Context: an optimization exercise on an open-source flow, tuned for a short achievable clock period and few clock cycles per item. The choices shown serve that exercise and are no tape-out recipe. Where RTL was checked, it was by simulation tests only, not by an equivalence proof against the original. Only the layout flow was run in runs 3 to 5; the RTL was not checked for function there. Power is estimated from default activity; no workload was simulated.

==> design.v <==
`default_nettype none
package swarq_pkg;
	localparam int WINDOW_SLOTS = 32;
	localparam int MAX_PAYLOAD  = 1400;
	localparam int MAX_RESULTS  = 32;
	localparam int SLOT_W  = $clog2(WINDOW_SLOTS);
	localparam int CNT_W   = $clog2(WINDOW_SLOTS + 1);
	localparam int RES_W   = $clog2(MAX_RESULTS);
	localparam int SEQ_W   = 16;
	localparam int SIZE_W  = 11;
	localparam int MAP_W   = 32;
	localparam int TOTAL_W = 32;
	localparam int KIND_W  = 2;
	localparam int OKIND_W = 3;
	localparam logic [KIND_W-1:0] KIND_SEND    = 2'd0;
	localparam logic [KIND_W-1:0] KIND_ACK     = 2'd1;
	localparam logic [KIND_W-1:0] KIND_FINISH  = 2'd2;
	localparam logic [KIND_W-1:0] KIND_TIMEOUT = 2'd3;
	localparam logic [OKIND_W-1:0] OUT_TX       = 3'd0;
	localparam logic [OKIND_W-1:0] OUT_RETX     = 3'd1;
	localparam logic [OKIND_W-1:0] OUT_REFUSED  = 3'd2;
	localparam logic [OKIND_W-1:0] OUT_FINISHED = 3'd3;
	localparam logic [OKIND_W-1:0] OUT_STATUS   = 3'd4;
endpackage
`default_nettype wire
`default_nettype none
module swarq_ram #(
	parameter int WIDTH = 8,
	parameter int DEPTH = 32
) (
	input  wire logic                     clk,
	input  wire logic                     we,
	input  wire logic [$clog2(DEPTH)-1:0] waddr,
	input  wire logic [WIDTH-1:0]         wdata,
	input  wire logic [$clog2(DEPTH)-1:0] raddr,
	output logic      [WIDTH-1:0]         rdata
);
	logic [WIDTH-1:0] mem [DEPTH];
	always_ff @(posedge clk) begin
		if (we) begin
			mem[waddr] <= wdata;
		end
		rdata <= mem[raddr];
	end
endmodule
`default_nettype wire
`default_nettype none
module sliding_window_arq_sender (
	input  wire logic                             clk,
	input  wire logic                             arst_n,
	input  wire logic                             start,
	output logic                                  busy,
	input  wire logic [swarq_pkg::KIND_W-1:0]     kind,
	input  wire logic [swarq_pkg::SIZE_W-1:0]     payload_size,
	input  wire logic [swarq_pkg::SEQ_W-1:0]      ack_seq,
	input  wire logic [swarq_pkg::MAP_W-1:0]      received_map,
	output logic                                  result_valid,
	output logic      [swarq_pkg::OKIND_W-1:0]    out_kind,
	output logic      [swarq_pkg::SEQ_W-1:0]      out_seq,
	output logic      [swarq_pkg::SIZE_W-1:0]     out_size,
	output logic      [swarq_pkg::TOTAL_W-1:0]    delivered_bytes,
	output logic                                  last
);
	localparam int W   = swarq_pkg::WINDOW_SLOTS;
	localparam int SW  = swarq_pkg::SLOT_W;
	localparam int CW  = swarq_pkg::CNT_W;
	localparam int QW  = swarq_pkg::SEQ_W;
	localparam int ZW  = swarq_pkg::SIZE_W;
	localparam int TW  = swarq_pkg::TOTAL_W;
	localparam int KW  = swarq_pkg::OKIND_W;
	localparam int LW  = 6;           
	localparam int HW  = QW - LW;
	localparam int RW  = 16;          
	localparam int NQ  = 6;           
	localparam int NQW = $clog2(NQ + 2);
	typedef logic [KW-1:0] okind_t;
	function automatic logic lt_sop(input logic [QW-1:0] a, input logic [QW-1:0] b, input int n);
		logic r;
		logic eqh;
		r = 1'b0;
		for (int i = 0; i < QW; i++) begin
			if (i < n) begin
				eqh = 1'b1;
				for (int j = i + 1; j < QW; j++) begin
					if (j < n) begin
						eqh = eqh & (a[j] ~^ b[j]);
					end
				end
				r = r | (!a[i] & b[i] & eqh);
			end
		end
		lt_sop = r;
	endfunction
	function automatic logic [W-1:0] any_below(input logic [W-1:0] v);
		logic [W-1:0] r;
		r = {v[W-2:0], 1'b0};
		for (int d = 1; d < W; d = d * 2) begin
			r = r | (r << d);
		end
		any_below = r;
	endfunction
	function automatic logic most_one(input logic [W-1:0] v);
		logic [W-1:0] a, m;
		a = v;
		m = '0;
		for (int w = W / 2; w >= 1; w = w / 2) begin
			for (int i = 0; i < w; i++) begin
				m[i] = m[2*i] | m[2*i+1] | (a[2*i] & a[2*i+1]);
				a[i] = a[2*i] | a[2*i+1];
			end
		end
		most_one = !m[0];
	endfunction
	function automatic logic most_two(input logic [W-1:0] v);
		logic [W-1:0] a, t, m;
		a = v;
		t = '0;
		m = '0;
		for (int w = W / 2; w >= 1; w = w / 2) begin
			for (int i = 0; i < w; i++) begin
				m[i] = m[2*i] | m[2*i+1] | (t[2*i] & a[2*i+1]) | (a[2*i] & t[2*i+1]);
				t[i] = t[2*i] | t[2*i+1] | (a[2*i] & a[2*i+1]);
				a[i] = a[2*i] | a[2*i+1];
			end
		end
		most_two = !m[0];
	endfunction
	logic              take;
	logic [NQW-1:0]    inflight_q;
	logic [NQW-1:0]    inflight_dec;
	logic              busy_next;
	logic              drop_q;
	logic              busy_q;       
	logic              pi_v;
	logic [1:0]        pi_kind;
	logic [ZW-1:0]     pi_size;
	logic [QW-1:0]     pi_ack;
	logic [QW-1:LW]    pi_ack_hp1;
	logic [W-1:0]      pi_map;
	logic              pi_big;       
	logic [2:0]        pi_eq0, pi_eq1, pi_borrow, pi_at, pi_behind;    
	logic [1:0]        pi_le;                                           
	logic [CW-1:0]     pi_cnt [2];   
	logic              ps_a, ps_n, ps_inc;    
	logic [QW-1:0]     next_p1;
	logic [QW-1:LW]    next_hp1;
	logic [QW-1:0]     base_q;
	logic [HW-1:0]     base_hp1_q;   
	logic [QW-1:0]     next_q;
	logic [CW-1:0]     cnt_q;
	logic              fin_q;
	logic [RW-1:0]     sent_q;       
	logic [RW-1:0]     cum_q [W];    
	logic              cw_q;         
	logic [SW-1:0]     cw_idx_q;
	logic              p_send, p_ack, p_fin, p_tmo;
	logic              eq0, eq1, borrow, le_n, nwrap, at_base;
	logic              inwin, behind;
	logic              refuse;
	logic [QW-1:0]     next_inc;
	logic [CW-1:0]     cnt_ack;
	logic              p_drop;
	logic              d1_v;
	okind_t            d1_k;         
	logic              d1_ack;       
	logic [QW-1:0]     d1_seq;
	logic [ZW-1:0]     d1_size;
	logic [W-1:0]      d1_mask;      
	logic [W-1:0]      d1_map;
	logic              d1_upd;       
	logic [RW-1:0]     d1_lo;        
	logic [RW-1:0]     tlo_q;        
	logic [RW-1:0]     v_lo;
	logic              v_wrap;
	logic [W-1:0]      v_vec;
	okind_t            v_kf;
	logic [W-1:0]      v_vecf;
	logic              v_last;
	okind_t            q_k    [NQ];
	logic [QW-1:0]     q_seq  [NQ];
	logic [RW-1:0]     q_lo   [NQ];
	logic              q_wrap [NQ];
	logic [W-1:0]      q_vec  [NQ];   
	logic              q_last [NQ];
	logic [NQ-1:0]     q_wp;          
	logic [NQ-1:0]     q_we;          
	logic [NQ-1:0]     q_rp;          
	logic [NQW-1:0]    q_n;
	logic              q_push, q_pop;
	okind_t            q_rk;
	logic [QW-1:0]     q_rseq;
	logic [RW-1:0]     q_rlo;
	logic              q_rwrap;
	logic [W-1:0]      q_rvec;
	logic              q_rlast;
	logic              c_v;
	okind_t            c_k;
	logic [QW-1:0]     c_seq;
	logic [RW-1:0]     c_lo;
	logic              c_wrap;       
	logic [W-1:0]      c_vec;        
	logic              c_last;       
	logic              c_adv;
	logic [SW-1:0]     c_idx;
	logic [W-1:0]      c_below;      
	logic [W-1:0]      c_oh;         
	logic [SW-1:0]     c_slot;
	logic [TW-1:RW]    thi_q;        
	logic [TW-1:RW]    thi_p1_q;     
	logic              tsat_q;       
	logic              c_sat;
	logic [ZW-1:0]     size_q [W];
	logic              e_v;
	okind_t            e_k;
	logic [QW-1:0]     e_seq;
	logic [SW-1:0]     e_idx;
	logic [SW-1:0]     e_slot;
	logic [ZW-1:0]     e_size;
	logic [TW-1:0]     e_total;
	logic              e_last;
	logic              e_list;
	logic              o_v;
	okind_t            o_k;
	logic [QW-1:0]     o_seq;
	logic [ZW-1:0]     o_size;
	logic [TW-1:0]     o_total;
	logic              o_last;
	assign busy = busy_q;
	assign take = start && !busy_q;
	assign inflight_dec = inflight_q - NQW'(q_pop) - NQW'(drop_q);
	assign busy_next    = q_pop ? (inflight_q + NQW'(!busy_q) >= NQW'(NQ + 1))
	                            : (inflight_q + NQW'(!busy_q) >= NQW'(NQ));
	always_ff @(posedge clk) begin
		busy_q <= busy_next;
	end
	always_ff @(posedge clk or negedge arst_n) begin
		if (!arst_n) begin
			inflight_q <= '0;
			drop_q     <= 1'b0;
		end else begin
			inflight_q <= take ? inflight_dec + 1'b1 : inflight_dec;
			drop_q     <= p_drop;
		end
	end
	assign next_p1  = next_q + 1'b1;
	assign next_hp1 = next_q[QW-1:LW] + 1'b1;
	always_ff @(posedge clk or negedge arst_n) begin
		if (!arst_n) begin
			pi_v <= 1'b0;
		end else begin
			pi_v <= take;
		end
	end
	always_ff @(posedge clk) begin
		pi_kind    <= kind;
		pi_size    <= payload_size;
		pi_ack     <= ack_seq;
		pi_ack_hp1 <= ack_seq[QW-1:LW] + 1'b1;
		pi_map     <= received_map;
		pi_big     <= payload_size > ZW'(swarq_pkg::MAX_PAYLOAD);
		pi_eq0     <= {ack_seq[QW-1:LW] == next_q[QW-1:LW], ack_seq[QW-1:LW] == pi_ack[QW-1:LW],
		               ack_seq[QW-1:LW] == base_q[QW-1:LW]};
		pi_eq1     <= {ack_seq[QW-1:LW] == next_hp1, ack_seq[QW-1:LW] == pi_ack_hp1,
		               ack_seq[QW-1:LW] == base_hp1_q};
		pi_borrow  <= {lt_sop(QW'(ack_seq[LW-1:0]), QW'(next_q[LW-1:0]), LW),
		               lt_sop(QW'(ack_seq[LW-1:0]), QW'(pi_ack[LW-1:0]), LW),
		               lt_sop(QW'(ack_seq[LW-1:0]), QW'(base_q[LW-1:0]), LW)};
		pi_at      <= {ack_seq == next_q, ack_seq == pi_ack, ack_seq == base_q};
		pi_behind  <= {ack_seq[QW-1] ^ next_q[QW-1]
		                   ^ lt_sop({1'b0, ack_seq[QW-2:0]}, {1'b0, next_q[QW-2:0]}, QW - 1),
		               ack_seq[QW-1] ^ pi_ack[QW-1]
		                   ^ lt_sop({1'b0, ack_seq[QW-2:0]}, {1'b0, pi_ack[QW-2:0]}, QW - 1),
		               ack_seq[QW-1] ^ base_q[QW-1]
		                   ^ lt_sop({1'b0, ack_seq[QW-2:0]}, {1'b0, base_q[QW-2:0]}, QW - 1)};
		pi_cnt[0]  <= CW'(next_q[LW-1:0] - ack_seq[LW-1:0]);
		pi_cnt[1]  <= CW'(next_p1[LW-1:0] - ack_seq[LW-1:0]);
		pi_le      <= {!lt_sop(QW'(next_p1[LW-1:0]), QW'(ack_seq[LW-1:0]), LW),
		               !lt_sop(QW'(next_q[LW-1:0]), QW'(ack_seq[LW-1:0]), LW)};
	end
	assign p_send = pi_v && !fin_q && (pi_kind == swarq_pkg::KIND_SEND);
	assign p_ack  = pi_v && !fin_q && (pi_kind == swarq_pkg::KIND_ACK);
	assign p_fin  = pi_v && !fin_q && (pi_kind == swarq_pkg::KIND_FINISH);
	assign p_tmo  = pi_v && !fin_q && (pi_kind == swarq_pkg::KIND_TIMEOUT);
	assign eq0     = ps_a ? pi_eq0[1]    : (ps_n ? pi_eq0[2]    : pi_eq0[0]);
	assign eq1     = ps_a ? pi_eq1[1]    : (ps_n ? pi_eq1[2]    : pi_eq1[0]);
	assign borrow  = ps_a ? pi_borrow[1] : (ps_n ? pi_borrow[2] : pi_borrow[0]);
	assign at_base = ps_a ? pi_at[1]     : (ps_n ? pi_at[2]     : pi_at[0]);
	assign behind  = ps_a ? pi_behind[1] : (ps_n ? pi_behind[2] : pi_behind[0]);
	assign le_n    = ps_inc ? pi_le[1] : pi_le[0];
	assign nwrap   = lt_sop(QW'(next_q[LW-1:0]), QW'(base_q[LW-1:0]), LW);
	assign inwin   = (eq0 && !borrow && (nwrap || le_n)) || (eq1 && borrow && nwrap && le_n);
	assign cnt_ack = ps_inc ? pi_cnt[1] : pi_cnt[0];
	assign refuse   = cnt_q[CW-1] || pi_big;
	assign next_inc = next_q + 1'b1;
	assign p_drop   = p_tmo && (cnt_q == '0);
	function automatic logic [W-1:0] thermo(input logic [CW-1:0] c);
		logic [W-1:0] m;
		for (int i = 0; i < W; i++) begin
			m[i] = CW'(i) < c;
		end
		thermo = m;
	endfunction
	always_ff @(posedge clk) begin
		cw_idx_q <= next_inc[SW-1:0];
		if (cw_q) begin
			cum_q[cw_idx_q] <= sent_q;
		end
	end
	always_ff @(posedge clk or negedge arst_n) begin
		if (!arst_n) begin
			base_q     <= '0;
			base_hp1_q <= HW'(1);
			next_q     <= '0;
			cnt_q      <= '0;
			fin_q      <= 1'b0;
			sent_q     <= '0;
			cw_q       <= 1'b0;
			d1_v       <= 1'b0;
			d1_upd     <= 1'b0;
			ps_a       <= 1'b0;
			ps_n       <= 1'b0;
			ps_inc     <= 1'b0;
		end else begin
			cw_q   <= p_send && !refuse;
			ps_inc <= p_send && !refuse;
			ps_a   <= p_ack && inwin;
			ps_n   <= p_ack && !inwin && !behind;
			d1_v   <= pi_v && !p_drop;
			d1_upd <= p_ack && (inwin ? !at_base : (!behind && (cnt_q != '0)));
			if (p_send && !refuse) begin
				next_q <= next_inc;
				cnt_q  <= cnt_q + 1'b1;
				sent_q <= sent_q + RW'(pi_size);
			end
			if (p_ack) begin
				if (inwin) begin
					base_q     <= pi_ack;
					base_hp1_q <= pi_ack_hp1;
					cnt_q      <= cnt_ack;
				end else if (!behind) begin
					base_q     <= next_q;
					base_hp1_q <= next_hp1;
					cnt_q      <= '0;
				end
			end
			if (p_fin) begin
				fin_q <= 1'b1;
			end
		end
	end
	always_ff @(posedge clk) begin
		d1_ack  <= p_ack;
		d1_map  <= pi_map;
		d1_size <= pi_size;
		d1_lo   <= (inwin && !(cw_q && cw_idx_q == pi_ack[SW-1:0])) ? cum_q[pi_ack[SW-1:0]] : sent_q;
		d1_mask <= thermo(cnt_q);
		d1_seq  <= base_q;
		if (p_send) begin
			d1_k   <= refuse ? swarq_pkg::OUT_REFUSED : swarq_pkg::OUT_TX;
			d1_seq <= next_q;
		end else if (p_ack) begin
			d1_k <= swarq_pkg::OUT_RETX;
			if (inwin) begin
				d1_seq  <= pi_ack;
				d1_mask <= thermo(cnt_ack);
			end else if (!behind) begin
				d1_seq  <= next_q;
				d1_mask <= '0;
			end
		end else if (p_tmo) begin
			d1_k <= swarq_pkg::OUT_RETX;
		end else begin
			d1_k <= swarq_pkg::OUT_FINISHED;
		end
	end
	assign v_lo   = d1_upd ? d1_lo : tlo_q;
	assign v_wrap = d1_upd && lt_sop(QW'(d1_lo), QW'(tlo_q), RW);
	always_ff @(posedge clk or negedge arst_n) begin
		if (!arst_n) begin
			tlo_q <= '0;
		end else begin
			tlo_q <= v_lo;
		end
	end
	always_comb begin
		for (int i = 0; i < W; i++) begin
			v_vec[i] = d1_mask[i] && !(d1_ack && d1_map[i]);
		end
	end
	assign q_push = d1_v;
	assign v_kf   = (d1_k == swarq_pkg::OUT_RETX && v_vec == '0) ? swarq_pkg::OUT_STATUS : d1_k;
	assign v_vecf = (d1_k == swarq_pkg::OUT_RETX) ? v_vec : {{(W-ZW){1'b0}}, d1_size};
	assign v_last = (d1_k != swarq_pkg::OUT_RETX) || most_one(v_vec);
	always_ff @(posedge clk) begin
		for (int i = 0; i < NQ; i++) begin
			if (q_we[i]) begin
				q_k[i]    <= v_kf;
				q_seq[i]  <= d1_seq;
				q_lo[i]   <= v_lo;
				q_wrap[i] <= v_wrap;
				q_vec[i]  <= v_vecf;
				q_last[i] <= v_last;
			end
		end
	end
	always_ff @(posedge clk or negedge arst_n) begin
		if (!arst_n) begin
			q_wp <= NQ'(1);
			q_we <= '0;
			q_rp <= NQ'(1);
			q_n  <= '0;
		end else begin
			if (q_push) begin
				q_wp <= {q_wp[NQ-2:0], q_wp[NQ-1]};
				q_we <= (pi_v && !p_drop) ? {q_wp[NQ-2:0], q_wp[NQ-1]} : '0;
			end else begin
				q_we <= (pi_v && !p_drop) ? q_wp : '0;
			end
			if (q_pop) begin
				q_rp <= {q_rp[NQ-2:0], q_rp[NQ-1]};
			end
			q_n <= q_n + NQW'(q_push) - NQW'(q_pop);
		end
	end
	always_comb begin
		q_rk    = '0;
		q_rseq  = '0;
		q_rlo   = '0;
		q_rwrap = 1'b0;
		q_rvec  = '0;
		q_rlast = 1'b0;
		if (q_n == '0) begin
			q_rk    = v_kf;
			q_rseq  = d1_seq;
			q_rlo   = v_lo;
			q_rwrap = v_wrap;
			q_rvec  = v_vecf;
			q_rlast = v_last;
		end else for (int i = 0; i < NQ; i++) begin
			if (q_rp[i]) begin
				q_rk    = q_rk    | q_k[i];
				q_rseq  = q_rseq  | q_seq[i];
				q_rlo   = q_rlo   | q_lo[i];
				q_rwrap = q_rwrap | q_wrap[i];
				q_rvec  = q_rvec  | q_vec[i];
				q_rlast = q_rlast | q_last[i];
			end
		end
	end
	assign c_adv = !c_v || c_last;
	assign q_pop = c_adv && ((q_n != '0) || d1_v);
	assign c_below = any_below(c_vec);
	assign c_oh    = c_vec & ~c_below;
	always_comb begin
		c_idx  = '0;
		c_slot = '0;
		for (int i = 0; i < W; i++) begin
			if (c_oh[i]) begin
				c_idx  = c_idx  | SW'(i);
				c_slot = c_slot | (c_seq[SW-1:0] + SW'(i));
			end
		end
	end
	assign c_sat = tsat_q || (c_v && c_wrap && (thi_q == '1));
	always_ff @(posedge clk or negedge arst_n) begin
		if (!arst_n) begin
			c_v      <= 1'b0;
			thi_q    <= '0;
			thi_p1_q <= (TW-RW)'(1);
			tsat_q   <= 1'b0;
		end else begin
			if (c_adv) begin
				c_v <= (q_n != '0) || d1_v;
			end
			if (c_v && c_wrap) begin
				thi_q    <= thi_p1_q;
				thi_p1_q <= thi_p1_q + 1'b1;
			end
			tsat_q <= c_sat;
		end
	end
	always_ff @(posedge clk) begin
		if (c_adv) begin
			c_k    <= q_rk;
			c_seq  <= q_rseq;
			c_lo   <= q_rlo;
			c_wrap <= q_rwrap;
			c_vec  <= q_rvec;
			c_last <= q_rlast;
		end else begin
			c_wrap <= 1'b0;
			c_vec  <= c_vec & c_below;
			c_last <= most_two(c_vec);
		end
		if (c_v && c_k == swarq_pkg::OUT_TX) begin
			size_q[c_seq[SW-1:0]] <= c_vec[ZW-1:0];
		end
	end
	always_ff @(posedge clk or negedge arst_n) begin
		if (!arst_n) begin
			e_v <= 1'b0;
		end else begin
			e_v <= c_v;
		end
	end
	always_ff @(posedge clk) begin
		e_k     <= c_k;
		e_seq   <= c_seq;
		e_idx   <= c_idx;
		e_slot  <= c_slot;
		e_size  <= (c_k == swarq_pkg::OUT_TX) ? c_vec[ZW-1:0] : '0;
		e_total <= c_sat ? '1 : {((c_v && c_wrap) ? thi_p1_q : thi_q), c_lo};
		e_last  <= c_last;
		e_list  <= c_k == swarq_pkg::OUT_RETX;
	end
	always_ff @(posedge clk or negedge arst_n) begin
		if (!arst_n) begin
			o_v <= 1'b0;
		end else begin
			o_v <= e_v;
		end
	end
	always_ff @(posedge clk) begin
		o_k     <= e_k;
		o_total <= e_total;
		o_last  <= e_last;
		o_seq   <= e_list ? e_seq + {{(QW-SW){1'b0}}, e_idx} : e_seq;
		o_size  <= e_list ? size_q[e_slot] : e_size;
	end
	assign result_valid    = o_v;
	assign out_kind        = o_k;
	assign out_seq         = o_seq;
	assign out_size        = o_size;
	assign delivered_bytes = o_total;
	assign last            = o_last;
endmodule
`default_nettype wire
==> run.sh <==
#!/bin/bash
# synth_recipe.tcl (not shown) runs the flow's synth.tcl, then flattens the netlist and writes it again
# the make line also repeats each setting of config.mk as NAME=value (left out here)
make -C /OpenROAD-flow-scripts/flow DESIGN_CONFIG=/design/flow/config.mk WORK_HOME=/design/flow/orfs CLKGATE_MAP_FILE= SYNTH_SCRIPT=/design/flow/synth_recipe.tcl finish
==> config.mk <==
export PLATFORM = sky130hd
export DESIGN_NAME = sliding_window_arq_sender
export DESIGN_NICKNAME = sliding_window_arq_sender
export VERILOG_FILES = /design/flow/design.v
export SDC_FILE = /design/flow/constraint.sdc
export NUM_CORES = 4
export LEC_CHECK = 0
export ABC_CLOCK_PERIOD_IN_PS = 2000
export CAP_MARGIN = 30
export CORE_MARGIN = 2
export CORE_UTILIZATION = 60
export SETUP_SLACK_MARGIN = 4.5
export SLEW_MARGIN = 30
==> constraint.sdc <==
create_clock -name core_clock -period 7.0 [get_ports {clk}]
set_input_delay 1.4000 -clock core_clock [delete_from_list [all_inputs] [get_ports {clk}]]
set_output_delay 1.4000 -clock core_clock [all_outputs]
set_load 0.01 [all_outputs]
==> impl_metrics.toml, run 1 <==
[pwr]
seq_power_share = 0.449
p_per_area_nw_per_um2 = 353.6
power_mw = 30.34
switching_share = 0.2916
p_switching_mw = 8.846
leakagePower_nw = 29.75
p_comb_frac = 0.238
p_clk_frac = 0.313
internal_power_mw = 21.49
peakVddDrop_uv = 290.1

[synth]
synth.distinct_cells = 83
synth.most_common_cell = "edfxtp_1"
yosysSeqAreaShare = 0.6969
syn_inst = 4678
syn_nets = 4877
synth_edf_count = 1313
synth_seq_cells = 1849
synthArstFlopShare = 0.08004
synth_area_leaders = "edfxtp_1 (54%), dfxtp_1 (11%), mux4_2 (8.3%)"
yosys.area.top_type = "edfxtp_1"
yosysWarnings = 8
postSynthAreaPerCell_um2 = 15.61
synth_top_cell_area_share = 0.5398
syn_area_um2 = 73050
synthFlopType = "edfxtp_1"
yosys-top-cells-count = "edfxtp_1 (1313), dfxtp_1 (388), mux4_2 (270), nor2_1 (248), clkbuf_1 (237)"

[sta]
setup_viol_count_final = 0
final-hold-violation-count = 0
period_share = 0.3848
report.final.slew_viol_count = 0
setup_tns_ns = 0
slew_headroom = 0.3845
rsz0062_at_grt = "yes"
worst_pin_slew_ns = 0.9177
fin_skew_ns = 0.02301
max_freq_mhz = 371.3
period_needed_ns = 2.694

[cts]
cts-root-buf = "clkbuf_16"
clk_latency_ns = 0.80
clkSlewWorstSetupHoldPaths_ns = 0.06
cts_hold_buf = 0
cts_tree = "done"
clockBufferDepth = 3
cts_sinks = 1849
numCtsBuffers = 182
cts_max_level = 4

[routing]
wl_per_cell_um = 27.21
first_pass_iters = 6
vias = 42728
drc_errors = 0
routed_wl_mm = 184.7
vias_per_cell = 6.296
ant_nets = 0
drt_first_iter_violations = 4344

[final_layout]
drive_gt1_frac = 0.2509
multi_input_area_um2 = 22010
layout.nets = 5208
diodes = 0
fillers = 7980
areaGrowthSynthToFinish_pct = 17.45
ff_latch_area_um2 = 51090
fin_area_um2 = 85790

[placed_design]
dpl.hpwl_mm = 109.8
dpl-instance-area_um2 = 76560
gp_congestion = 0.9178
io_buffers = 128

[floorplan]
core_um2 = 121200
die_h_um = 352.9
die_x_um = 352.9
io_pins = 129
initial_core_util = 0.6025
fp-row-count = 128
dieArea_um2 = 124500

[grt]
grt_max_degree = 75
grt_pass1_wl_mm = 274.2
overflow = 0
grt_pass1_vias = 42064
antenna_found_initial = 1
grt_usage = 0.2954

[flow_run]
maxCapViolCount = 0

[worst_setup_path]
max_stage_delay_ns = 0.40
critPathMaxFanout = 3
cp-start-kind = "flip-flop"
critical_path_class = "reg2out"
crit_family = "flip-flops"
cp-end-kind = "output port"
cp.required_ns = 5.60
critPathBufInv = 1
cp.arrival_ns = 1.29
crit_chain = "buf_6"
slowest_stage = "dfxtp_4"

[outcome]
status = "complete, no violations"

[worst_hold_path]
min_path_type = "reg2reg"
-- worst paths after layout --
check                             from  slack, ns  cells after the start          end
setup / recovery                busy_q       4.31                      1         busy
setup reg to reg                 fin_q       4.35                     10   sent_q[15]
hold / removal             e_total[20]       0.32                      0  o_total[20]
min in group asynchronous       arst_n       0.52                      1          o_v
hold reg to reg            e_total[20]       0.32                      0  o_total[20]
max in group asynchronous       arst_n       5.22                      2    thi_q[24]
-- placed cells by master (no fill, tap or decap), types with 52 or more instances in the layout --
| cell type | n |
|---|---|
| clkbuf_16 | 189 |
| inv_1 | 90 |
| a31oi_1 | 88 |
| nand3_1 | 98 |
| buf_6 | 62 |
| dfxtp_1 | 325 |
| o21ai_0 | 112 |
| nand2_1 | 215 |
| edfxtp_1 | 1313 |
| buf_4 | 211 |
| xnor2_1 | 98 |
| dfrtp_1 | 110 |
| nand4_1 | 62 |
| nand2b_1 | 56 |
| a21oi_1 | 138 |
| nor2_1 | 202 |
| mux2_2 | 52 |
| ha_1 | 115 |
| a22oi_1 | 143 |
| mux4_2 | 270 |
-- cells by family (layout without fill, tap and decap cells) --
logic type      count (synthesis)  in the layout  synth area share
mux                           372            372           0.09813
flops                        1849           1849            0.6969
compound gates                836            836           0.07753
buf+inv                       391            871           0.02023
xor+xnor                      146            146           0.01751
simple gates                  941            945           0.06489
fa+ha+maj                     143            143           0.02484
-- through the flow --
stage	std cells	hold slack, ns	utilization	setup WS (ns)
5_1_grt	6787	0.3271	0.7076	4.259
6_report	6787	0.3184	0.7076	4.306
4_1_cts	6715	0.3225	0.6970	4.244
3_3_place_gp	6268	0.3109	0.6306	3.010
3_5_place_dp	6270	0.3121	0.6315	2.979
2_1_floorplan	4678	0.3096	-	4.128
-- repair_timing --
| action | in CTS | in global routing |
|---|---|---|
| setup endpoints to repair | 554 | 238 |
| pin swaps | 34 | 51 |
| cloned | 18 | 4 |
| setup buffers | 90 | 68 |
| resized for setup | 571 | 191 |
-- per-layer routing --
| metal | track usage | vias to the layer above | wire (um) |
|---|---|---|---|
| li1 | - | 18943 | - |
| met1 | 0.4217 | 21722 | 77280 |
| met2 | 0.4803 | 1769 | 90340 |
| met3 | 0.04155 | 294 | 12000 |
| met4 | 0.08726 | 0 | 5091 |
| met5 | 0 | - | 0 |
-- final cells by class --
class | instances | area share
repair buffers | 419 | 0.05048
inverters | 114 | 0.005644
clock inverters | 93 | 0.009392
flip-flops and latches | 1849 | 0.5955
clock buffers | 244 | 0.05866
multi-input cells | 2442 | 0.2565
repair inverters | 1 | 0.00008750
well taps | 1625 | 0.02370
-- power groups by stage --
stage / Sequential [mW] / Combinational, mW / Clock, mW
final: 13.6 / 7.23 / 9.50
after global routing: 13.7 / 7.69 / 10.1
after CTS: 13.6 / 6.65 / 9.65
after detailed placement: 14.0 / 5.61 / 0
after global placement: 14.0 / 5.55 / 0
after floorplan: 13.7 / 3.67 / 0
-- flip-flops by register name, summed over array words and instances, names as in the netlist, 18 cells and up, named ones only --
register and count:
cum_q 512, size_q 352, q_vec 192, q_lo 96, q_seq 96, c_vec 32
d1_map 32, d1_mask 32, e_total 32, o_total 32, pi_map 32, q_k 18
Testbench counts, summed over its fixed seeds: cycles 8,739, items 8,000.
==> run 2: changes to the inputs <==
--- a/design.v
+++ b/design.v
@@ -229,6 +229,6 @@
 	assign take = start && !busy_q;
 	assign inflight_dec = inflight_q - NQW'(q_pop) - NQW'(drop_q);
-	assign busy_next    = q_pop ? (inflight_q + NQW'(!busy_q) >= NQW'(NQ + 1))
-	                            : (inflight_q + NQW'(!busy_q) >= NQW'(NQ));
+	assign busy_next    = q_pop ? ((inflight_q >= NQW'(NQ + 1)) || (inflight_q == NQW'(NQ) && !busy_q))
+	                            : ((inflight_q >= NQW'(NQ)) || (inflight_q == NQW'(NQ - 1) && !busy_q));
 	always_ff @(posedge clk) begin
 		busy_q <= busy_next;
==> run 2 against run 1 <==
- still clean
- synthesized area down 0.64%
- global-route usage up 0.27 points
- synthesized cell count fell by 1.2%
- sequential cell count unchanged
- die area is 0.63% lower
- largest cell class unchanged
- largest power group unchanged
==> impl_metrics.toml, run 2 <==
[final_layout]
fillers = 7728
diodes = 0
drive_gt1_frac = 0.2531
top_register = "cum_q"
largest_reg_flops = 512
mostFrequentLayoutCells = "edfxtp_1 (1313), dfxtp_1 (315), mux4_2 (270), buf_4 (216), nor2_1 (212)"
final_core_util = 0.7120
layout.nets = 5165
areaGrowthSynthToFinish_pct = 17.68
final_cells = 6728
mostFrequentLayoutCell = "edfxtp_1"

[grt]
overflow = 0
antenna_found_initial = 5
grt_pass1_vias = 41505
grt_usage = 0.2981
grt_pass1_wl_mm = 270.7
grt_max_degree = 71

[synth]
postSynthAreaPerCell_um2 = 15.70
yosysSeqAreaShare = 0.7013
yosys.area.top_type = "edfxtp_1"
synth_edf_count = 1313
synth.distinct_cells = 86
synth_top_cell_area_share = 0.5432
synthArstFlopShare = 0.08004
synth_area_leaders = "edfxtp_1 (54%), dfxtp_1 (11%), mux4_2 (8.4%)"
synth_seq_cells = 1849
syn_area_um2 = 72580
yosys-top-cells-count = "edfxtp_1 (1313), dfxtp_1 (388), mux4_2 (270), nor2_1 (251), clkbuf_1 (222)"
syn_inst = 4623
syn_nets = 4820
synth.most_common_cell = "edfxtp_1"
synthFlopType = "edfxtp_1"
yosysWarnings = 8

[worst_setup_path]
cp.required_ns = 7.67
critPathMaxFanout = 3
critical_path_class = "reg2reg"
cp-start-kind = "flip-flop"
cp.arrival_ns = 3.46
cp-end-kind = "flip-flop"

[routing]
ant_nets = 0
routed_wl_mm = 185.3
drt_first_iter_violations = 5049
wl_per_cell_um = 27.54
first_pass_iters = 5
drc_errors = 0
vias_per_cell = 6.332
vias = 42599

[cts]
clockBufferDepth = 3
cts-root-buf = "clkbuf_16"
cts_sinks = 1849
cts_tree = "done"
clkSlewWorstSetupHoldPaths_ns = 0.06
clk_latency_ns = 0.80
numCtsBuffers = 180
cts_max_level = 4
cts_hold_buf = 0

[sta]
fin_skew_ns = 0.02743
slew_headroom = 0.3461
rsz0062_at_grt = "yes"
period_needed_ns = 2.788
setup_tns_ns = 0
holdWs_ns = 0.3158
max_freq_mhz = 358.7
worst_pin_slew_ns = 0.9750
period_share = 0.3982
setup_viol_count_final = 0
final-hold-violation-count = 0
report.final.slew_viol_count = 0

[pwr]
peakVddDrop_uv = 267.8
power_mw = 30.70
leakagePower_nw = 30.10
p_per_area_nw_per_um2 = 359.4

[placed_design]
io_buffers = 128
placedCellCount = 6203
dpl.hpwl_mm = 109.9
gp_congestion = 0.9278

[floorplan]
fp-row-count = 127
die_x_um = 351.8
core_um2 = 120000
io_pins = 129
initial_core_util = 0.6050
dieArea_um2 = 123800
die_h_um = 351.8

[flow_run]
maxCapViolCount = 0

[outcome]
status = "complete, no violations"

[worst_hold_path]
min_path_type = "reg2reg"
run 2: where the power goes:
part / total (mW) / switching [mW] / internal, mW
Clock: 9.43 / 4.03 / 5.40
Combinational: 7.25 / 4.16 / 3.10
Sequential: 14.0 / 0.899 / 13.1
Total: 30.7 / 9.08 / 21.6
run 2: timing repair:
item	CTS	global route
pin swaps	39	55
buffers inserted	106	62
resized for setup	622	161
endpoints found under the hold margin	0	0
cloned	21	6
endpoints found under the setup margin	722	358
run 2: metrics by stage:
step           setup slack (ns)  cell area (um^2)
3_3_place_gp              2.762             75880
3_5_place_dp              2.761             75990
6_report                  4.212             85410
2_1_floorplan             3.847             72790
5_1_grt                   4.135             85410
4_1_cts                   4.244             84100
run 2: logic make-up after synthesis:
group                    count (synthesis)  synth area share
AO/OA/AOI/OAI                          848           0.07797
buffers and inverters                  383           0.02039
XOR/XNOR                               144           0.01738
flip-flops                            1849            0.7013
adder cells (fa/ha/maj)                140           0.02451
AND/OR/NAND/NOR                        888           0.05985
multiplexers                           371           0.09855
run 2: final timing paths:
path                       cells past startpoint          to  slack (ns)  startpoint
setup / recovery                               9  next_q[11]        4.21       fin_q
setup reg to reg                               9  next_q[11]        4.21       fin_q
min in group asynchronous                      1    tlo_q[2]        0.56      arst_n
max in group asynchronous                      2   next_q[7]        5.05      arst_n
hold reg to reg                                0  o_total[6]        0.32  e_total[6]
hold / removal                                 0  o_total[6]        0.32  e_total[6]
run 2: layout make-up:
class | instances | area, um^2 | area share
Clock inverter | 62 | 509.2 | 0.005962
Inverter | 113 | 464.2 | 0.005435
Timing Repair Buffer | 428 | 4553 | 0.05331
Tap cell | 1612 | 2017 | 0.02361
Multi-Input combinational cell | 2396 | 21460 | 0.2513
Clock buffer | 268 | 5278 | 0.06179
Sequential cell | 1849 | 51130 | 0.5986
run 2: routing by layer:
metal | vias up | global-route usage | wire length, um
met2 | 1842 | 0.4837 | 90000
met3 | 330 | 0.04462 | 12910
met5 | - | 0 | 13
met1 | 21709 | 0.4215 | 76800
li1 | 18716 | - | -
met4 | 2 | 0.09236 | 5596
run 2: critical path: stages (launching register included):
cell and delay [ns]:
dfrtp_1 0.38, or4b_4 0.51, buf_12 0.15, or3_4 0.36, buf_12 0.15, nor4_4 0.28, nand3_2 0.19, or3_4 0.41
buf_6 0.13, xnor2_1 0.10
Testbench counts of run 2, summed over its fixed seeds: cycles 8,739, items 8,000.
==> run 3: changes to the inputs <==
--- a/design.v
+++ b/design.v
@@ -71,4 +71,5 @@
 	localparam int LW  = 6;           
 	localparam int HW  = QW - LW;
+	localparam int BH  = 8;           
 	localparam int RW  = 16;          
 	localparam int NQ  = 6;           
@@ -139,5 +140,6 @@
 	logic [W-1:0]      pi_map;
 	logic              pi_big;       
-	logic [2:0]        pi_eq0, pi_eq1, pi_borrow, pi_at, pi_behind;    
+	logic [2:0]        pi_eq0, pi_eq1, pi_borrow, pi_at;               
+	logic [2:0]        pi_x15, pi_lth, pi_eqh, pi_ltl;
 	logic [1:0]        pi_le;                                           
 	logic [CW-1:0]     pi_cnt [2];   
@@ -157,4 +159,5 @@
 	logic              eq0, eq1, borrow, le_n, nwrap, at_base;
 	logic              inwin, behind;
+	logic [2:0]        pi_behind;
 	logic              refuse;
 	logic [QW-1:0]     next_inc;
@@ -229,6 +232,6 @@
 	assign take = start && !busy_q;
 	assign inflight_dec = inflight_q - NQW'(q_pop) - NQW'(drop_q);
-	assign busy_next    = q_pop ? ((inflight_q >= NQW'(NQ + 1)) || (inflight_q == NQW'(NQ) && !busy_q))
-	                            : ((inflight_q >= NQW'(NQ)) || (inflight_q == NQW'(NQ - 1) && !busy_q));
+	assign busy_next    = q_pop ? (inflight_q + NQW'(!busy_q) >= NQW'(NQ + 1))
+	                            : (inflight_q + NQW'(!busy_q) >= NQW'(NQ));
 	always_ff @(posedge clk) begin
 		busy_q <= busy_next;
@@ -267,10 +270,14 @@
 		               lt_sop(QW'(ack_seq[LW-1:0]), QW'(base_q[LW-1:0]), LW)};
 		pi_at      <= {ack_seq == next_q, ack_seq == pi_ack, ack_seq == base_q};
-		pi_behind  <= {ack_seq[QW-1] ^ next_q[QW-1]
-		                   ^ lt_sop({1'b0, ack_seq[QW-2:0]}, {1'b0, next_q[QW-2:0]}, QW - 1),
-		               ack_seq[QW-1] ^ pi_ack[QW-1]
-		                   ^ lt_sop({1'b0, ack_seq[QW-2:0]}, {1'b0, pi_ack[QW-2:0]}, QW - 1),
-		               ack_seq[QW-1] ^ base_q[QW-1]
-		                   ^ lt_sop({1'b0, ack_seq[QW-2:0]}, {1'b0, base_q[QW-2:0]}, QW - 1)};
+		pi_x15     <= {ack_seq[QW-1] ^ next_q[QW-1], ack_seq[QW-1] ^ pi_ack[QW-1],
+		               ack_seq[QW-1] ^ base_q[QW-1]};
+		pi_lth     <= {lt_sop(QW'(ack_seq[QW-2:BH]), QW'(next_q[QW-2:BH]), QW - 1 - BH),
+		               lt_sop(QW'(ack_seq[QW-2:BH]), QW'(pi_ack[QW-2:BH]), QW - 1 - BH),
+		               lt_sop(QW'(ack_seq[QW-2:BH]), QW'(base_q[QW-2:BH]), QW - 1 - BH)};
+		pi_eqh     <= {ack_seq[QW-2:BH] == next_q[QW-2:BH], ack_seq[QW-2:BH] == pi_ack[QW-2:BH],
+		               ack_seq[QW-2:BH] == base_q[QW-2:BH]};
+		pi_ltl     <= {lt_sop(QW'(ack_seq[BH-1:0]), QW'(next_q[BH-1:0]), BH),
+		               lt_sop(QW'(ack_seq[BH-1:0]), QW'(pi_ack[BH-1:0]), BH),
+		               lt_sop(QW'(ack_seq[BH-1:0]), QW'(base_q[BH-1:0]), BH)};
 		pi_cnt[0]  <= CW'(next_q[LW-1:0] - ack_seq[LW-1:0]);
 		pi_cnt[1]  <= CW'(next_p1[LW-1:0] - ack_seq[LW-1:0]);
@@ -287,4 +294,5 @@
 	assign at_base = ps_a ? pi_at[1]     : (ps_n ? pi_at[2]     : pi_at[0]);
 	assign behind  = ps_a ? pi_behind[1] : (ps_n ? pi_behind[2] : pi_behind[0]);
+	assign pi_behind = pi_x15 ^ (pi_lth | (pi_eqh & pi_ltl));
 	assign le_n    = ps_inc ? pi_le[1] : pi_le[0];
 	assign nwrap   = lt_sop(QW'(next_q[LW-1:0]), QW'(base_q[LW-1:0]), LW);
==> run 3 against run 2 <==
- still clean
- combinational power shrank 6.8%
- sequential cell count rose by 9
- worst setup slack better by 0.030 ns
- register-to-register slack better by 0.17 ns
- synthesized area is 0.55% higher
- total power is 1.7% lower
- global-route usage is 0.42 points lower
- worst hold slack improved by 0.0093 ns
- utilization decreased by 0.47 points
- fmax rose by 1.1%
- sequential power about the same
- critical path type is now reg2out
- largest power group unchanged
==> impl_metrics.toml, run 3 <==
[grt]
grt_pass1_wl_mm = 271.8
grt_usage = 0.2939
overflow = 0
grt_max_degree = 67
antenna_found_initial = 2
grt_pass1_vias = 41540

[synth]
yosys.area.top_type = "edfxtp_1"
postSynthAreaPerCell_um2 = 15.70
synth.most_common_cell = "edfxtp_1"
synth_seq_cells = 1858
synthArstFlopShare = 0.07966
yosysWarnings = 8
synthFlopType = "edfxtp_1"
syn_inst = 4648
synth_top_cell_area_share = 0.5403
syn_nets = 4847
synth_area_leaders = "edfxtp_1 (54%), dfxtp_1 (11%), mux4_2 (8.3%)"
yosysSeqAreaShare = 0.7000
yosys-top-cells-count = "edfxtp_1 (1313), dfxtp_1 (397), mux4_2 (270), clkbuf_1 (234), nor2_1 (229)"
synth_edf_count = 1313
syn_area_um2 = 72980
synth.distinct_cells = 77

[sta]
max_freq_mhz = 362.7
fin_skew_ns = 0.02746
slew_headroom = 0.3793
report.final.slew_viol_count = 0
period_needed_ns = 2.757
rsz0062_at_grt = "yes"
fin_ws_ns = 4.243
holdWs_ns = 0.3251
period_share = 0.3939
worst_pin_slew_ns = 0.9255
setup_tns_ns = 0
setup_viol_count_final = 0
final-hold-violation-count = 0

[final_layout]
areaGrowthSynthToFinish_pct = 16.57
layout.nets = 5146
fillers = 7902
final_cells = 6721
drive_gt1_frac = 0.2450
largest_reg_flops = 512
mostFrequentLayoutCells = "edfxtp_1 (1313), dfxtp_1 (329), mux4_2 (270), nand2_1 (208), buf_4 (198)"
fin_area_um2 = 85070
mostFrequentLayoutCell = "edfxtp_1"
top_register = "cum_q"

[cts]
clkSlewWorstSetupHoldPaths_ns = 0.06
cts_max_level = 4
clockBufferDepth = 3
clk_latency_ns = 0.81
cts_tree = "done"
cts-root-buf = "clkbuf_16"
numCtsBuffers = 182
cts_sinks = 1858

[pwr]
p_per_area_nw_per_um2 = 354.7
leakagePower_nw = 29.67
peakVddDrop_uv = 288.2

[routing]
routed_wl_mm = 183.9
drc_errors = 0
vias_per_cell = 6.335
wl_per_cell_um = 27.37
vias = 42580
ant_nets = 0
first_pass_iters = 6
drt_first_iter_violations = 4472

[worst_setup_path]
cp-start-kind = "flip-flop"
critical_path_class = "reg2out"
crit_chain = "buf_6"
cp.arrival_ns = 1.36
cp-end-kind = "output port"
slowest_stage = "dfxtp_4"
cp.required_ns = 5.60
crit_family = "flip-flops"
max_stage_delay_ns = 0.42
critPathBufInv = 1
critPathMaxFanout = 3

[placed_design]
placedCellCount = 6220
io_buffers = 128
dpl-instance-area_um2 = 76430
gp_congestion = 0.9570
dpl.hpwl_mm = 108.4
dp_slack_ns = 3.311

[floorplan]
initial_core_util = 0.6067
die_x_um = 352.8
dieArea_um2 = 124400
die_h_um = 352.8
core_um2 = 120300
io_pins = 129
fp-row-count = 127

[outcome]
status = "complete, no violations"

[worst_hold_path]
min_path_type = "reg2reg"

[flow_run]
maxCapViolCount = 0
==> run 3: worst paths after layout <==
| check | start | endpoint | slack, ns | cells past startpoint |
|---|---|---|---|---|
| min in group asynchronous | arst_n | tlo_q[1] | 0.65 | 1 |
| worst min-delay path | pi_map[3] | d1_map[3] | 0.33 | 0 |
| worst max register to register | c_seq[2] | flip-flop | 4.38 | 9 |
| worst max-delay path | busy_q | busy | 4.24 | 1 |
| max in group asynchronous | arst_n | q_we[0] | 4.99 | 2 |
| worst min register to register | pi_map[3] | d1_map[3] | 0.33 | 0 |
==> run 3: metal layers <==
layer  share of wire  GRT usage  up-vias
met3           0.070    0.04718      315
met2            0.48     0.4722     1814
met1            0.42     0.4176    21703
met5               0          0        -
li1                -          -    18748
met4           0.030    0.09368        0
==> run 3: logic make-up (layout without fill, tap and decap cells) <==
| logic type | count (synthesis) | in the layout | synth area share |
|---|---|---|---|
| AO/OA/AOI/OAI | 838 | 838 | 0.07738 |
| XOR/XNOR | 144 | 144 | 0.01728 |
| adder cells (fa/ha/maj) | 143 | 143 | 0.02486 |
| buffers and inverters | 390 | 843 | 0.02027 |
| flip-flops | 1858 | 1858 | 0.7000 |
| multiplexers | 376 | 376 | 0.09876 |
| other | 0 | 3 | 0 |
| AND/OR/NAND/NOR | 899 | 904 | 0.06146 |
==> run 3: timing repair <==
item,CTS,global route
setup buffers,100,39
hold buffers,0,0
pin swaps,36,30
setup endpoints to repair,636,318
gates resized for setup,489,147
gates cloned,9,6
==> run 3: report_power, final <==
part | internal, mW | switching (mW) | total [mW]
Clock | 5.52 | 4.07 | 9.60
Sequential | 13.0 | 0.788 | 13.8
Combinational | 2.86 | 3.90 | 6.76
Total | 21.4 | 8.76 | 30.2
==> run 3: stage by stage <==
step                utilization  total power [mW]
detailed placement       0.6354             19.62
global placement         0.6347             19.53
global route             0.7072             31.29
floorplan                     -             17.41
finish                   0.7072             30.18
CTS                      0.6989             30.01
==> run 3: final cells by class <==
class                      count  area, um^2  area share
sequential                  1858       51290      0.6029
clock buffer                 266        5298     0.06227
timing repair buffer         389        3876     0.04556
tap                         1612        2017     0.02371
antenna                        3       7.507  0.00008825
clock inverter                77       648.1    0.007619
multi-input combinational   2405       21460      0.2522
inverter                     111       475.5    0.005589
==> run 4: changes to the inputs <==
--- a/design.v
+++ b/design.v
@@ -134,5 +134,5 @@
 	logic              busy_q;       
 	logic              pi_v;
-	logic [1:0]        pi_kind;
+	logic [3:0]        pi_kv;        
 	logic [ZW-1:0]     pi_size;
 	logic [QW-1:0]     pi_ack;
@@ -164,4 +164,6 @@
 	logic [CW-1:0]     cnt_ack;
 	logic              p_drop;
+	logic [ZW:0]       sent_lo;
+	logic [RW-1:0]     sent_new;
 	logic              d1_v;
 	okind_t            d1_k;         
@@ -250,11 +252,14 @@
 	always_ff @(posedge clk or negedge arst_n) begin
 		if (!arst_n) begin
-			pi_v <= 1'b0;
+			pi_v  <= 1'b0;
+			pi_kv <= '0;
 		end else begin
-			pi_v <= take;
+			pi_v  <= take;
+			for (int k = 0; k < 4; k++) begin
+				pi_kv[k] <= take && (kind == 2'(k));
+			end
 		end
 	end
 	always_ff @(posedge clk) begin
-		pi_kind    <= kind;
 		pi_size    <= payload_size;
 		pi_ack     <= ack_seq;
@@ -285,8 +290,8 @@
 		               !lt_sop(QW'(next_q[LW-1:0]), QW'(ack_seq[LW-1:0]), LW)};
 	end
-	assign p_send = pi_v && !fin_q && (pi_kind == swarq_pkg::KIND_SEND);
-	assign p_ack  = pi_v && !fin_q && (pi_kind == swarq_pkg::KIND_ACK);
-	assign p_fin  = pi_v && !fin_q && (pi_kind == swarq_pkg::KIND_FINISH);
-	assign p_tmo  = pi_v && !fin_q && (pi_kind == swarq_pkg::KIND_TIMEOUT);
+	assign p_send = pi_kv[swarq_pkg::KIND_SEND]    && !fin_q;
+	assign p_ack  = pi_kv[swarq_pkg::KIND_ACK]     && !fin_q;
+	assign p_fin  = pi_kv[swarq_pkg::KIND_FINISH]  && !fin_q;
+	assign p_tmo  = pi_kv[swarq_pkg::KIND_TIMEOUT] && !fin_q;
 	assign eq0     = ps_a ? pi_eq0[1]    : (ps_n ? pi_eq0[2]    : pi_eq0[0]);
 	assign eq1     = ps_a ? pi_eq1[1]    : (ps_n ? pi_eq1[2]    : pi_eq1[0]);
@@ -302,4 +307,6 @@
 	assign next_inc = next_q + 1'b1;
 	assign p_drop   = p_tmo && (cnt_q == '0);
+	assign sent_lo  = {1'b0, sent_q[ZW-1:0]} + {1'b0, pi_size};
+	assign sent_new = {(sent_lo[ZW] ? sent_q[RW-1:ZW] + 1'b1 : sent_q[RW-1:ZW]), sent_lo[ZW-1:0]};
 	function automatic logic [W-1:0] thermo(input logic [CW-1:0] c);
 		logic [W-1:0] m;
@@ -339,5 +346,5 @@
 				next_q <= next_inc;
 				cnt_q  <= cnt_q + 1'b1;
-				sent_q <= sent_q + RW'(pi_size);
+				sent_q <= sent_new;
 			end
 			if (p_ack) begin
==> run 4 against run 3 <==
- still clean
- first-iteration DRC count is 0.78% higher
- combinational power is 16% higher
- fmax is 1.7% lower
- synthesized cell count is 0.52% higher
- worst hold slack worse by 0.0043 ns
- sequential power is 4% higher
- die area is 0.28% higher
- synthesized area is 0.28% higher
- largest cell class unchanged
- largest power group unchanged
- highest routed layer unchanged
==> impl_metrics.toml, run 4 <==
[cts]
cts_hold_buf = 0
cts_sinks = 1860
clockBufferDepth = 3
clkSlewWorstSetupHoldPaths_ns = 0.06
cts_max_level = 4
clk_latency_ns = 0.81
cts_tree = "done"
numCtsBuffers = 179
cts-root-buf = "clkbuf_16"

[worst_setup_path]
critical_path_class = "reg2out"
crit_family = "flip-flops"
critPathBufInv = 1
slowest_stage = "dfrtp_2"
r2r_start = "c_vec[9]"
critPathLaunch = "o_v"
cp-start-kind = "flip-flop"
max_stage_delay_ns = 0.46
cp.required_ns = 5.60
critPathMaxFanout = 1
worst-r2r-setup-slack_ns = 4.33
cp.arrival_ns = 1.41
cp.depth = 1
reg2regPathDepth = 7
cp-end-kind = "output port"
crit_chain = "buf_6"

[routing]
wl_per_cell_um = 27.75
routed_wl_mm = 187.9
vias = 43029
drt_first_iter_violations = 4507
drc_errors = 0
vias_per_cell = 6.354
first_pass_iters = 6
ant_nets = 0

[synth]
synth.most_common_cell = "edfxtp_1"
synth_edf_count = 1313
syn_area_um2 = 73180
synth.distinct_cells = 83
synth_area_leaders = "edfxtp_1 (54%), dfxtp_1 (11%), mux4_2 (8.3%)"
synthFlopType = "edfxtp_1"
synthArstFlopShare = 0.08172
yosys-top-cells-count = "edfxtp_1 (1313), dfxtp_1 (395), mux4_2 (270), nor2_1 (268), clkbuf_1 (218)"
yosysWarnings = 8
synth_seq_cells = 1860
syn_nets = 4872
synth_top_cell_area_share = 0.5387
syn_inst = 4672
yosysSeqAreaShare = 0.6988
yosys.area.top_type = "edfxtp_1"
postSynthAreaPerCell_um2 = 15.66

[grt]
grt_pass1_vias = 42234
overflow = 0
grt_max_degree = 92
grt_pass1_wl_mm = 277.1
grt_usage = 0.2996
antenna_found_initial = 2

[placed_design]
placedCellCount = 6256
gp_congestion = 0.9727
io_buffers = 128
dp_slack_ns = 3.382
dpl.hpwl_mm = 113.1

[pwr]
leakagePower_nw = 30.64
peakVddDrop_uv = 361.1
power_mw = 31.80
p_per_area_nw_per_um2 = 370.4

[sta]
worst_pin_slew_ns = 0.9722
period_share = 0.4007
final-hold-violation-count = 0
max_freq_mhz = 356.5
setup_tns_ns = 0
setup_viol_count_final = 0
slew_headroom = 0.3480
fin_ws_ns = 4.195
rsz0062_at_grt = "yes"
report.final.slew_viol_count = 0
fin_skew_ns = 0.03200
period_needed_ns = 2.805

[floorplan]
fp-row-count = 128
die_h_um = 353.2
io_pins = 129
core_um2 = 121400
die_x_um = 353.2
initial_core_util = 0.6029
dieArea_um2 = 124800

[final_layout]
mostFrequentLayoutCells = "edfxtp_1 (1313), dfxtp_1 (327), mux4_2 (270), nor2_1 (204), buf_4 (199)"
drive_gt1_frac = 0.2536
final_cells = 6772
largest_reg_flops = 512
top_register = "cum_q"
final_core_util = 0.7072
layout.nets = 5188
areaGrowthSynthToFinish_pct = 17.30
mostFrequentLayoutCell = "edfxtp_1"

[worst_hold_path]
min_path_type = "reg2reg"
holdPathEnd = "o_total[17]"
holdPathStages = 0
hold_start = "e_total[17]"

[outcome]
status = "complete, no violations"

[flow_run]
maxCapViolCount = 0
==> run 4: area by class of cell <==
cell class / instances / area [um^2]
sequential: 1860 / 51340
clock buffer: 266 / 5284
clock inverter: 73 / 701.9
fill: 8030 / 35550
tap: 1625 / 2033
antenna: 1 / 2.502
multi-input combinational: 2426 / 21860
inverter: 121 / 476.7
timing repair buffer: 400 / 4153
==> run 4: logic make-up after synthesis <==
| family | after synthesis | synth area share |
|---|---|---|
| muxes | 366 | 0.09711 |
| and+or+nand+nor | 902 | 0.06168 |
| DFF | 1860 | 0.6988 |
| buffers and inverters | 393 | 0.02081 |
| AOI/OAI and AO/OA | 860 | 0.07897 |
| xor gates and xnor gates | 145 | 0.01735 |
| adders and majority gates | 146 | 0.02523 |
==> run 4: repair_timing <==
| item | 4_1_cts | 5_1_grt |
|---|---|---|
| resized for setup | 506 | 194 |
| buffers inserted | 90 | 66 |
| cloned | 15 | 4 |
| endpoints found under the setup margin | 769 | 490 |
| pin swaps | 33 | 52 |
==> run 4: worst register-to-register path, stage by stage, from the launching register on <==
cell	delay, ns
dfxtp_4	0.35
buf_12	0.12
or4_4	0.56
or3_4	0.41
nor4_4	0.43
nand4_1	0.29
nor3b_1	0.27
o22ai_2	0.15
==> run 4: per-layer routing <==
| metal | track usage | up-vias | part of all wire |
|---|---|---|---|
| met2 | 0.4890 | 1836 | 0.49 |
| met5 | 0 | - | 0 |
| met3 | 0.05065 | 371 | 0.072 |
| met1 | 0.4151 | 21955 | 0.40 |
| met4 | 0.09932 | 0 | 0.032 |
| li1 | - | 18867 | - |
==> run 4: power by group <==
| part | internal, mW | total, mW | switching (mW) |
|---|---|---|---|
| Combinational | 3.34 | 7.83 | 4.48 |
| Sequential | 13.2 | 14.3 | 1.07 |
| Clock | 5.61 | 9.66 | 4.05 |
==> run 4: through the flow <==
stage                     cell area [um^2]  hold slack [ns]
final                                85850           0.3208
after global routing                 85840           0.3270
after CTS                            84360           0.3223
after detailed placement             76510           0.3121
after global placement               76410           0.3103
after floorplan                      73360           0.3096
==> run 4: worst max-delay path by stage <==
stage | to | slack (ns)
floorplan | pi_lth[0] | 4.30
global placement | pi_ltl[1] | 3.39
detailed placement | pi_ltl[2] | 3.38
CTS | result_valid | 4.14
global route | result_valid | 4.16
finish | result_valid | 4.19
==> run 5: changes to the inputs <==
--- a/config.mk
+++ b/config.mk
@@ -10,4 +10,6 @@
 export CORE_MARGIN = 2
 export CORE_UTILIZATION = 60
+export CTS_CLUSTER_DIAMETER = 40
+export CTS_CLUSTER_SIZE = 12
 export SETUP_SLACK_MARGIN = 4.5
 export SLEW_MARGIN = 30
==> run 5 against run 4 <==
- synthesized cell count is the same
- worst hold slack gained 0.0027 ns
- first-iteration DRC count up 2.3%
- sequential share of layout area shrank 0.69 points
- global-route usage up 0.20 points
- routed wire length up 0.32%
- critical path type unchanged
- largest cell class unchanged
==> impl_metrics.toml, run 5 <==
[outcome]
status = "complete, no violations"

[synth]
synth_seq_cells = 1860
synth.most_common_cell = "edfxtp_1"
yosysSeqAreaShare = 0.6988
synthFlopType = "edfxtp_1"
synth.distinct_cells = 83
synth_area_leaders = "edfxtp_1 (54%), dfxtp_1 (11%), mux4_2 (8.3%)"
syn_area_um2 = 73180
yosys-top-cells-count = "edfxtp_1 (1313), dfxtp_1 (395), mux4_2 (270), nor2_1 (268), clkbuf_1 (218)"
yosysWarnings = 8
syn_nets = 4872
synthArstFlopShare = 0.08172
synth_edf_count = 1313
postSynthAreaPerCell_um2 = 15.66
yosys.area.top_type = "edfxtp_1"
syn_inst = 4672
synth_top_cell_area_share = 0.5387

[floorplan]
dieArea_um2 = 124800
die_x_um = 353.2
io_pins = 129
core_um2 = 121400
initial_core_util = 0.6029
die_h_um = 353.2
fp-row-count = 128

[placed_design]
gp_congestion = 0.9727
io_buffers = 128
dpl.hpwl_mm = 113.1

[cts]
clk_latency_ns = 0.83
clkSlewWorstSetupHoldPaths_ns = 0.05
numCtsBuffers = 208
cts_hold_buf = 0
cts-root-buf = "clkbuf_16"
cts_max_level = 4
cts_tree = "done"
clockBufferDepth = 3
cts_sinks = 1860

[pwr]
peakVddDrop_uv = 372.4
leakagePower_nw = 31.09
power_mw = 33.11
p_per_area_nw_per_um2 = 381.3

[worst_setup_path]
critical_path_class = "reg2out"
critPathBufInv = 1
critPathMaxFanout = 1
cp-end-kind = "output port"
reg2regPathDepth = 8
max_stage_delay_ns = 0.47
cp-start-kind = "flip-flop"
cp.arrival_ns = 1.43
slowest_stage = "dfrtp_2"
cp.depth = 1
crit_family = "flip-flops"
cp.required_ns = 5.60
crit_chain = "buf_6"

[final_layout]
drive_gt1_frac = 0.2571
top_register = "cum_q"
mostFrequentLayoutCells = "edfxtp_1 (1313), dfxtp_1 (328), mux4_2 (270), clkbuf_16 (220), nor2_1 (216)"
layout.nets = 5215
areaGrowthSynthToFinish_pct = 18.66
largest_reg_flops = 512
mostFrequentLayoutCell = "edfxtp_1"
diodes = 0
final_core_util = 0.7153

[grt]
grt_pass1_vias = 42961
antenna_found_initial = 3
grt_usage = 0.3016
grt_max_degree = 92
overflow = 0
grt_pass1_wl_mm = 279.2

[sta]
setup_tns_ns = 0
period_needed_ns = 2.834
report.final.slew_viol_count = 0
final-hold-violation-count = 0
rsz0062_at_grt = "yes"
period_share = 0.4049
max_freq_mhz = 352.8
setup_viol_count_final = 0
slew_headroom = 0.3606
worst_pin_slew_ns = 0.9533
fin_skew_ns = 0.02601

[routing]
wl_per_cell_um = 27.65
vias_per_cell = 6.355
first_pass_iters = 6
ant_nets = 0
routed_wl_mm = 188.5
drt_first_iter_violations = 4610
vias = 43324
drc_errors = 0

[worst_hold_path]
holdPathStages = 0
min_path_type = "reg2reg"

[flow_run]
maxCapViolCount = 0
[run 5: path summary, 6_finish.rpt]
kind                             from           end  slack (ns)
max in group asynchronous      arst_n     next_q[6]        5.28
setup / recovery                  o_v  result_valid        4.17
hold / removal             pi_map[22]    d1_map[22]        0.32
min in group asynchronous      arst_n    sent_q[15]        0.47
setup reg to reg            c_vec[11]     flip-flop        4.24
hold reg to reg            pi_map[22]    d1_map[22]        0.32
[run 5: metal layers]
| layer | track usage | part of all wire | vias to the layer above |
|---|---|---|---|
| met5 | 0 | 0 | - |
| met4 | 0.1049 | 0.035 | 0 |
| met3 | 0.04641 | 0.072 | 447 |
| met2 | 0.4926 | 0.49 | 1896 |
| met1 | 0.4186 | 0.40 | 22030 |
| li1 | - | - | 18951 |
[run 5: final cells by class]
class	instances	area [um^2]
flip-flops and latches	1860	51340
multi-input cells	2427	21880
clock inverters	80	945.9
repair buffers	397	4110
clock buffers	307	6060
inverters	121	476.7
fillers	7855	34560
well taps	1625	2033
[run 5: what timing repair did]
item	4_1_cts	5_1_grt
setup endpoints to repair	727	531
gates resized for setup	519	179
gates cloned	15	2
setup buffers	96	59
pin swaps	39	50
[run 5: worst register-to-register path, stage by stage (launching register included)]
cell and delay [ns]:
dfxtp_1 0.61, or4_4 0.30, nor3_4 0.06, buf_6 0.18, nand4_1 0.28, o32ai_2 0.14
o21ai_1 0.43, o2111ai_2 0.23, or3_1 0.41
[run 5: cell families after synthesis]
kind of cell,synth area share
adder cells (fa/ha/maj),0.02523
AND/OR/NAND/NOR,0.06168
XOR/XNOR,0.01735
multiplexers,0.09711
buffers and inverters,0.02081
flip-flops,0.6988
AO/OA/AOI/OAI,0.07897
[run 5: stage by stage]
step	instances	setup slack, ns	hold slack [ns]	area, um^2
4_1_cts	6754	4.117	0.3251	85580
6_report	6817	4.166	0.3235	86840
3_3_place_gp	6254	3.392	0.3103	76410
2_1_floorplan	4672	4.297	0.3096	73360
3_5_place_dp	6256	3.382	0.3121	76510
5_1_grt	6817	4.136	0.3275	86840
[run 5: where the power goes]
group | switching (mW) | leakage, nW | internal [mW]
Clock | 4.37 | 3.43 | 6.55
Combinational | 4.52 | 10.1 | 3.36
Sequential | 1.07 | 17.5 | 13.2
Total | 9.96 | 31.1 | 23.2
==> run 6: changes to the inputs <==
--- a/design.v
+++ b/design.v
@@ -234,6 +234,6 @@
 	assign take = start && !busy_q;
 	assign inflight_dec = inflight_q - NQW'(q_pop) - NQW'(drop_q);
-	assign busy_next    = q_pop ? (inflight_q + NQW'(!busy_q) >= NQW'(NQ + 1))
-	                            : (inflight_q + NQW'(!busy_q) >= NQW'(NQ));
+	assign busy_next    = q_pop ? ((inflight_q >= NQW'(NQ + 1)) || (inflight_q == NQW'(NQ) && !busy_q))
+	                            : ((inflight_q >= NQW'(NQ)) || (inflight_q == NQW'(NQ - 1) && !busy_q));
 	always_ff @(posedge clk) begin
 		busy_q <= busy_next;
--- a/config.mk
+++ b/config.mk
@@ -10,6 +10,4 @@
 export CORE_MARGIN = 2
 export CORE_UTILIZATION = 60
-export CTS_CLUSTER_DIAMETER = 40
-export CTS_CLUSTER_SIZE = 12
 export SETUP_SLACK_MARGIN = 4.5
 export SLEW_MARGIN = 30
==> run 6 against run 5 <==
- global-route usage down 0.97 points
- combinational power down 12%
- final area down 2.6%
- cell count down 2.1%
- utilization down 1.8 points
- first-iteration DRC count up 12%
- synthesized cell count down 0.21%
- non-clock buffer count down 81
- count of clock-buffer cells in the layout down 48
- worst hold slack about the same
- largest power group unchanged
- clock power down about 10%
- clock skew down 0.0027 ns
==> impl_metrics.toml, run 6 <==
[placed_design]
dp_slack_ns = 3.227
io_buffers = 128
gp_congestion = 0.9359
dpl-instance-area_um2 = 76430
dpl.hpwl_mm = 111.0
placedCellCount = 6241

[worst_setup_path]
reg2regPathDepth = 10
crit_family = "flip-flops"
cp.required_ns = 5.60
critical_path_class = "reg2out"
cp.arrival_ns = 1.40
r2r_start = "c_seq[2]"
crit_chain = "buf_6"
slowest_stage = "dfrtp_2"
max_stage_delay_ns = 0.46
critPathBufInv = 1
cp-start-kind = "flip-flop"
cp-end-kind = "output port"
critPathMaxFanout = 1
worst-r2r-setup-slack_ns = 4.50

[final_layout]
mostFrequentLayoutCells = "edfxtp_1 (1313), dfxtp_1 (332), mux4_2 (270), nor2_1 (214), clkbuf_16 (189)"
fin_area_um2 = 84610
final_cells = 6676
layout.nets = 5090
mostFrequentLayoutCell = "edfxtp_1"
diodes = 0
fillers = 8061
final_core_util = 0.6970
areaGrowthSynthToFinish_pct = 15.65
largest_reg_flops = 512
drive_gt1_frac = 0.2291
top_register = "cum_q"

[synth]
yosysWarnings = 8
synthFlopType = "edfxtp_1"
yosys-top-cells-count = "edfxtp_1 (1313), dfxtp_1 (395), mux4_2 (270), nor2_1 (260), clkbuf_1 (196)"
syn_area_um2 = 73160
synth.most_common_cell = "edfxtp_1"
syn_inst = 4662
synth_seq_cells = 1860
synthArstFlopShare = 0.08172
synth.distinct_cells = 89
syn_nets = 4860
synth_edf_count = 1313
yosys.area.top_type = "edfxtp_1"
yosysSeqAreaShare = 0.6991
synth_top_cell_area_share = 0.5389
postSynthAreaPerCell_um2 = 15.69
synth_area_leaders = "edfxtp_1 (54%), dfxtp_1 (11%), mux4_2 (8.3%)"

[grt]
antenna_found_initial = 3
overflow = 0
grt_usage = 0.2919
grt_pass1_wl_mm = 271.6
grt_pass1_vias = 41982
grt_max_degree = 70

[sta]
fin_ws_ns = 4.201
setup_tns_ns = 0
slew_headroom = 0.3794
setup_viol_count_final = 0
period_share = 0.3998
period_needed_ns = 2.799
rsz0062_at_grt = "yes"
final-hold-violation-count = 0
report.final.slew_viol_count = 0
fin_skew_ns = 0.02327
worst_pin_slew_ns = 0.9309
holdWs_ns = 0.3238
max_freq_mhz = 357.3

[cts]
numCtsBuffers = 182
cts-root-buf = "clkbuf_16"
clkSlewWorstSetupHoldPaths_ns = 0.06
clk_latency_ns = 0.81
cts_sinks = 1860
clockBufferDepth = 3
cts_tree = "done"
cts_max_level = 4

[routing]
wl_per_cell_um = 27.32
vias = 42152
drc_errors = 0
drt_first_iter_violations = 5181
first_pass_iters = 9
vias_per_cell = 6.314
routed_wl_mm = 182.4
ant_nets = 0

[worst_hold_path]
hold_start = "pi_map[27]"
min_path_type = "reg2reg"
holdPathStages = 0
holdPathEnd = "d1_map[27]"

[floorplan]
io_pins = 129
die_x_um = 353.2
dieArea_um2 = 124700
fp-row-count = 128
core_um2 = 121400
initial_core_util = 0.6026
die_h_um = 353.2

[pwr]
internal_power_mw = 21.73
leakagePower_nw = 29.57
seq_power_share = 0.458
p_per_area_nw_per_um2 = 364.8
p_clk_frac = 0.317
switching_share = 0.2961
peakVddDrop_uv = 275.4
power_mw = 30.87
p_switching_mw = 9.138
p_comb_frac = 0.225

[flow_run]
maxCapViolCount = 0

[outcome]
status = "complete, no violations"
[run 6: cell type report]
| class | count | area [um^2] | share of cell area |
|---|---|---|---|
| sequential | 1860 | 51320 | 0.6066 |
| multi-input combinational | 2411 | 21390 | 0.2528 |
| clock buffer | 259 | 5175 | 0.06116 |
| timing repair buffer | 316 | 3324 | 0.03929 |
| tap | 1625 | 2033 | 0.02403 |
| clock inverter | 84 | 882.1 | 0.01043 |
| inverter | 121 | 480.5 | 0.005679 |
[run 6: how the worst max path moves through the flow]
stage | endpoint | startpoint | depth (start not counted)
6_report | result_valid | o_v | 1
3_3_place_gp | c_k[2] | d1_ack | 6
3_5_place_dp | c_k[2] | d1_ack | 6
4_1_cts | result_valid | o_v | 1
5_1_grt | result_valid | o_v | 1
2_1_floorplan | cum_q[12][0] | ps_inc | 5
[run 6: layer usage]
| layer | vias up | global-route usage | wire [um] |
|---|---|---|---|
| li1 | 18591 | - | - |
| met1 | 21554 | 0.4168 | 76680 |
| met2 | 1684 | 0.4743 | 89210 |
| met3 | 321 | 0.04207 | 11680 |
| met4 | 2 | 0.08417 | 4835 |
| met5 | - | 0 | 13 |
[run 6: power by group through the flow]
stage          Clock, mW  Sequential (mW)  Combinational [mW]
2_1_floorplan          0             14.0                3.92
3_3_place_gp           0             14.5                5.75
3_5_place_dp           0             14.5                5.82
4_1_cts             9.92             14.1                6.51
5_1_grt             10.4             14.2                7.41
6_report            9.78             14.2                6.94
[run 6: logic make-up (layout without fill, tap and decap cells)]
kind of cell	after synthesis	in the layout	share of synthesized area
buffers and inverters	395	780	0.02128
multiplexers	376	376	0.09858
XOR/XNOR	147	147	0.01760
adder cells (fa/ha/maj)	143	143	0.02476
flip-flops	1860	1860	0.6991
AND/OR/NAND/NOR	891	894	0.06159
AO/OA/AOI/OAI	850	851	0.07712
[run 6: timing repair]
item                       CTS  global route
setup buffers               57            24
hold buffers                 0             0
pin swaps                   13            25
setup endpoints to repair  826           325
resized for setup          463           188
cloned                       7             3
Testbench counts of run 6, summed over its fixed seeds: cycles 8,739, items 8,000.

Setup slack of run 6, layout unchanged: 4.201 ns with ideal ports, 4.120 ns with driving cells assumed (clock clkbuf_16, inputs buf_2), 3.738 ns with port delays also shifted by the 0.880 ns mid clock arrival.
